This is an optimization exercise on Yosys and OpenROAD, whose aim is small area, a short achievable clock period and few clock cycles per item, not a production implementation. Where RTL was checked, it was by simulation tests only, not by an equivalence proof against the original. Power figures rest on the tool's default switching activity, not on a simulated workload.

## cpu_top
module cpu_top #(
  parameter int addr_w = 12
) (
  input  logic                       clk,
  input  logic                       rst_n,
  output logic                       io_stall,
  output logic                       mem_req,
  output logic                       mem_we,
  output logic [addr_w:0]            mem_addr,
  output logic [cpu_pkg::data_w-1:0] mem_wdata,
  input  logic                       mem_ack,
  input  logic [cpu_pkg::data_w-1:0] mem_rdata
);
clock: 8.0 ns
lec_check: 0
cap_margin: 20
core_margin: 2
core_utilization: 55
setup_slack_margin: 4.6
slew_margin: 20
run.sh (not shown) runs the stock make flow with config.mk's settings and CLKGATE_MAP_FILE= SYNTH_SCRIPT=/design/flow/synth_recipe.tcl, a recipe that flattens the netlist after the stock synthesis.
Testbench counts at the start, summed over its fixed seeds: cycles 33,391, instrs 24,000.
Rerun with:
ABC_AREA = 1   (was default)
CORE_UTILIZATION = 65   (was 55)
SETUP_SLACK_MARGIN = 4.5   (was 4.6)
Result: The new run went through all stages and came out clean; cell area drops by 1.9%; area after synthesis increases by 0.64%; die area fell by about 15%; wire length is higher by 7.2%; total power fell by 3.0%.


cpu_top, a different RTL version from the one above (not shown whole).
Size: about 420 flip-flops, ~51 I/O pins, roughly 0.025 mm² of cells after synthesis.
==> flow/config.mk <==
export PLATFORM = sky130hd
export DESIGN_NAME = cpu_top
export DESIGN_NICKNAME = cpu_top
export VERILOG_FILES = /design/flow/design.v
export SDC_FILE = /design/flow/constraint.sdc
export NUM_CORES = 4
export LEC_CHECK = 0
export CAP_MARGIN = 20
export CORE_MARGIN = 2
export CORE_UTILIZATION = 55
export SETUP_SLACK_MARGIN = 4.3
export SLEW_MARGIN = 20
==> flow/constraint.sdc <==
create_clock -name core_clock -period 8.0 [get_ports {clk}]
set_input_delay 1.6000 -clock core_clock [delete_from_list [all_inputs] [get_ports {clk}]]
set_output_delay 1.6000 -clock core_clock [all_outputs]
set_load 0.01 [all_outputs]
The starting point produced a clean layout.
Testbench counts at the start, summed over its fixed seeds: cycles 33,391, instrs 24,000.
==> next run, changes <==
Settings changed: SETUP_SLACK_MARGIN 4.3 to 4.5, TNS_END_PERCENT set to 10.
Effect: The new run ran to the end with no violations. Wire length came out higher by about 0.8%. Final area goes up by about 1%. Critical path depth drops by 2. Setup slack improved by 0.015 ns. Combinational power climbs by about 1%. Global-route usage rose by 0.38 points. Fmax is higher by about 0.4%. Synthesized area stays the same.
==> next run, changes <==
Settings changed: TNS_END_PERCENT 10 to not set.
=> The changed run produced a clean layout; maximum frequency grows by a few percent; first-iteration DRC count shrinks by roughly a tenth; worst setup slack gains 0.16 ns; worst hold slack gains 0.0042 ns; global-route usage grows by 0.21 points; design area grows slightly; cell count grows slightly; total power grows by a few percent; core utilization grows by 1.1 points; via count grows slightly.


Another version of the RTL of cpu_top (not shown whole).
Size: about 2500 cells after synthesis, roughly 410 flip-flops, about 51 I/O pins, about 25000 um^2 of cells after synthesis.
Design cpu_top, start of the top module:
module cpu_top #(
  parameter int addr_w = 12
) (
  input  logic                       clk,
  input  logic                       rst_n,
  output logic                       io_stall,
  output logic                       mem_req,
  output logic                       mem_we,
  output logic [addr_w:0]            mem_addr,
  output logic [cpu_pkg::data_w-1:0] mem_wdata,
  input  logic                       mem_ack,
  input  logic [cpu_pkg::data_w-1:0] mem_rdata
);
  localparam int dw = cpu_pkg::data_w;
  logic              q_data;    
  logic              q_ld;      
  logic [addr_w-1:0] fpc;       
  logic              ir_v;
  logic [15:0]       ir;
  logic              ir_jd;     
  logic              ir_f;      
  logic [dw-1:0]     op_a;      
  logic [dw-1:0]     op_b;      
  logic [15:0]       rv;        
  logic [dw-1:0]     t_a [0:15];    
  logic [dw-1:0]     t_b [0:15];
  logic [dw-1:0]     rd_a, rd_b;
  logic [2:0]        pend;      
  logic              m2;
  logic [3:0]        wb_rt;
  logic [dw-1:0]     cs_x, cs_y, cs_x_d, cs_y_d;
  logic [2:0]        op;
  logic [3:0]        rs, rt, rd;
  logic              is_load, is_store, is_mem, is_alu, is_mul, is_beq, is_jump;
  logic              uses_rs, uses_rt;
  logic              adv, f_busy, ld_busy, wbusy, hazard, ex, redir, arr, w_jump, w_beqs, w_wait;
  logic [addr_w-1:0] w_tgt;
  logic              nxt_data, nxt_none, nxt_fetch;
  logic [addr_w-1:0] beq_tgt, fetch_nx;
  logic [dw-1:0]     alu_out;
  logic              ld_wr, alu_wr, wr_en;
  logic [3:0]        wr_idx;
  logic [dw-1:0]     wr_data;
  logic [3:0]        idx_a, idx_b;
  logic [2:0]        n_ret;
  ...
==> flow/config.mk <==
export PLATFORM = sky130hd
export DESIGN_NAME = cpu_top
export DESIGN_NICKNAME = cpu_top
export VERILOG_FILES = /design/flow/design.v
export SDC_FILE = /design/flow/constraint.sdc
export NUM_CORES = 4
export LEC_CHECK = 0
export CAP_MARGIN = 20
export CORE_MARGIN = 2
export CORE_UTILIZATION = 40
export SETUP_SLACK_MARGIN = 5.0
export SLEW_MARGIN = 20
==> flow/constraint.sdc <==
create_clock -name core_clock -period 8.0 [get_ports {clk}]
set_input_delay 1.6000 -clock core_clock [delete_from_list [all_inputs] [get_ports {clk}]]
set_output_delay 1.6000 -clock core_clock [all_outputs]
set_load 0.01 [all_outputs]
Testbench counts at the start, summed over its fixed seeds: cycles 33,391, instrs 24,000.
Then changed:
--- a/flow/config.mk
+++ b/flow/config.mk
@@ -11 +11 @@
-export SETUP_SLACK_MARGIN = 5.0
+export SETUP_SLACK_MARGIN = 4.5
Outcome: Core utilization came out lower by 6.4 points. Fmax came out higher by 0.37%. Wire length came out lower by about 10%. Final area came out lower by 11%. Combinational power came out lower by 16%. Worst setup slack improved by 0.014 ns. Hold slack stays flat.


Setup of the baseline:
cpu_top, a different RTL version from the one above (not shown whole).
For scale: about 2,400 cells after synthesis, roughly 410 flip-flops, about 51 I/O pins, ~24,000 um^2 of cells after synthesis.
==> flow/design.v (excerpt) <==
module cpu_top #(
  parameter int addr_w = 12
) (
  input  logic                       clk,
  input  logic                       rst_n,
  output logic                       io_stall,
  output logic                       mem_req,
  output logic                       mem_we,
  output logic [addr_w:0]            mem_addr,
  output logic [cpu_pkg::data_w-1:0] mem_wdata,
  input  logic                       mem_ack,
  input  logic [cpu_pkg::data_w-1:0] mem_rdata
);
make LEC_CHECK=0 CAP_MARGIN=20 CORE_MARGIN=2 CORE_UTILIZATION=40 SETUP_SLACK_MARGIN=4.5 SLEW_MARGIN=20 finish   # period 8.0 ns
## Diff of input files: the candidate against the baseline
# the baseline
export LEC_CHECK = 0
export CAP_MARGIN = 20
export CORE_MARGIN = 2
export CORE_UTILIZATION = 40
export SETUP_SLACK_MARGIN = 4.5
export SLEW_MARGIN = 20
create_clock -name core_clock -period 8.0 [get_ports {clk}]
# the candidate
export LEC_CHECK = 0
export CAP_MARGIN = 20
export CORE_MARGIN = 2
export CORE_UTILIZATION = 40
export SETUP_SLACK_MARGIN = 3.5
export SLEW_MARGIN = 20
create_clock -name core_clock -period 8.0 [get_ports {clk}]
Results
In summary, the candidate completed successfully, with a layout that passed the timing, design-rule and antenna checks. Compared with the baseline, the candidate ends up with a smaller final cell area. Comparing the candidate and the baseline, clock network fraction of design power is higher on the candidate. The baseline → the candidate: total length of routed met3 wires fell by 19%, register area lower, sequential share of layout area up 3.9 points, routed wire length moved down.
No run of this note included a check of the RTL's function; only the layout flow was run.


the previous run:
Another version of the RTL of cpu_top (not shown whole).
Size in the first run: ~2400 cells after synthesis, ~420 flip-flops, about 51 I/O pins.
Settings: LEC_CHECK=0, CAP_MARGIN=20, CORE_MARGIN=2, CORE_UTILIZATION=55, SETUP_SLACK_MARGIN=4.5, SLEW_MARGIN=20; clock period 8.0 ns.
standard.sh (not shown) runs the stock make flow with config.mk's settings and CLKGATE_MAP_FILE= SYNTH_SCRIPT=/design/flow/synth_recipe.tcl, a recipe that flattens the netlist after the stock synthesis.
==> flow/flow/run.sh <==
#!/bin/bash
# The standard layout, with plain buffers (buf_2) on the ports instead of the
# delay buffers that buffer_ports picks by default. Everything else is the standard flow's
# own flow (standard.sh), unchanged.
set -euo pipefail
bash standard.sh BUFFER_PORTS_ARGS="-buffer_cell sky130_fd_sc_hd__buf_2" finish > orfs_make.log 2>&1
The previous run finished every step from synthesis to the final layout, and the layout passed the timing, design-rule and antenna checks.
Testbench counts of the previous run, summed over its fixed seeds: cycles 33,391, instrs 24,000.
--- input diff the previous run..the current run ---
- CORE_UTILIZATION now 70, was 55
==> flow/run.sh (new file) <==
#!/bin/bash
# synth_recipe.tcl (not shown) runs the flow's synth.tcl, then flattens the netlist and writes it again
# the make line also repeats each setting of config.mk as NAME=value (left out here)
make -C /OpenROAD-flow-scripts/flow DESIGN_CONFIG=/design/flow/config.mk WORK_HOME=/design/flow/orfs CLKGATE_MAP_FILE= SYNTH_SCRIPT=/design/flow/synth_recipe.tcl finish
removed: flow/flow/run.sh
removed: flow/standard.sh
==> notes.md <==
For area growth from synthesis to layout, the current run and the previous run come out practically identical. The fraction of area in registers of the current run and that of the previous run are within noise of each other. Compared to the previous run, the router laid down less metal wire for the current run. Changes observed in the current run relative to the previous run: final-layout non-clock buffer area share picked up an extra 0.64 points; HPWL reported at the end of detailed placement lost 2600 um.


Starting RTL as in the previous note.
clock: 8.0 ns
lec_check: 0
cap_margin: 20
core_margin: 2
core_utilization: 40
setup_slack_margin: 4.75
slew_margin: 20
run.sh (not shown) runs the stock make flow with config.mk's settings and CLKGATE_MAP_FILE= SYNTH_SCRIPT=/design/flow/synth_recipe.tcl, a recipe that flattens the netlist after the stock synthesis.
Stock flow here: none of the scripts above is used.
Testbench counts at the start, summed over its fixed seeds: cycles 33,391, instrs 24,000.
Edit:
Settings changed: CORE_UTILIZATION 40 to 55, SETUP_SLACK_MARGIN 4.75 to 4.5.
=> Worst setup slack gets worse by 0.12 ns; power falls by 4.4%; cell count falls by 10%; non-clock buffer count falls by 98; fmax falls by 3.4%; final area falls by 7.7%; sequential share of layout area rises by 3.1 points.


Starting RTL as in the previous note.
==> flow/config.mk <==
export PLATFORM = sky130hd
export DESIGN_NAME = cpu_top
export DESIGN_NICKNAME = cpu_top
export VERILOG_FILES = /design/flow/design.v
export SDC_FILE = /design/flow/constraint.sdc
export NUM_CORES = 4
export LEC_CHECK = 0
export ABC_AREA = 1
export CAP_MARGIN = 20
export CORE_MARGIN = 2
export CORE_UTILIZATION = 55
export SETUP_SLACK_MARGIN = 4.5
export SLEW_MARGIN = 20
==> flow/constraint.sdc <==
create_clock -name core_clock -period 8.0 [get_ports {clk}]
set_input_delay 1.6000 -clock core_clock [delete_from_list [all_inputs] [get_ports {clk}]]
set_output_delay 1.6000 -clock core_clock [all_outputs]
set_load 0.01 [all_outputs]
Testbench counts at the start, summed over its fixed seeds: cycles 33,391, instrs 24,000.
Then changed:
- ABC_AREA: 1 -> default
- CORE_UTILIZATION: 55 -> 40
Outcome: Total power fell by 2.1%; routed wire length fell by 4.8%; flip-flop and latch count does not change.

static timing again, ports no longer ideal:
No port has a modelled driver above. Below, the same layouts with a new extraction and two added sets of constraints. Step 1 sets driving cells, clkbuf_16 on the clock port and buf_2 on the other inputs (assumed; they add their load-dependent delay and slew). Step 2 times the ports against the registers' clock, not the clock port: input delays grow and output delays shrink by t, the midpoint of the rising clock arrivals with the driver on. Three values: ideal, step 1, step 2; two values: the first two.
run | shift t [ns] | setup WS [ns] | latest minus earliest clock arrival (ns)
the first run of note 1 | 0.651 | 4.493 / 4.498 / 3.847 | 0.022 / 0.022
the second run of note 1 | 0.659 | 4.516 / 4.544 / 3.887 | 0.019 / 0.019
the first run of note 2 | 0.651 | 4.324 / 4.360 / 3.709 | 0.030 / 0.030
the second run of note 2 | 0.655 | 4.339 / 4.339 / 3.734 | 0.035 / 0.035
the third run of note 2 | 0.659 | 4.498 / 4.498 / 3.883 | 0.027 / 0.027
the first run of note 3 | 0.669 | 4.224 / 4.224 / 3.598 | 0.037 / 0.037
the second run of note 3 | 0.669 | 4.238 / 4.244 / 3.575 | 0.032 / 0.032
the baseline | 0.643 | 4.288 / 4.288 / 3.896 | 0.023 / 0.022
the candidate | 0.651 | 3.478 / 3.509 / 2.857 | 0.039 / 0.039
the previous run | 0.659 | 4.441 / 4.478 / 3.819 | 0.028 / 0.027
the current run | 0.635 | 4.485 / 4.514 / 3.880 | 0.018 / 0.019
the first run of note 6 | 0.663 | 4.636 / 4.641 / 3.978 | 0.053 / 0.052
the second run of note 6 | 0.650 | 4.516 / 4.555 / 3.905 | 0.024 / 0.024
the first run of note 7 | 0.647 | 4.546 / 4.567 / 3.921 | 0.027 / 0.028
the second run of note 7 | 0.657 | 4.479 / 4.479 / 3.886 | 0.021 / 0.021
After both steps every run listed still meets setup and hold. For the second run of note 3, which loses most, drivers alone change the setup slack by +0.006 ns; drivers and shift together by -0.663 ns.
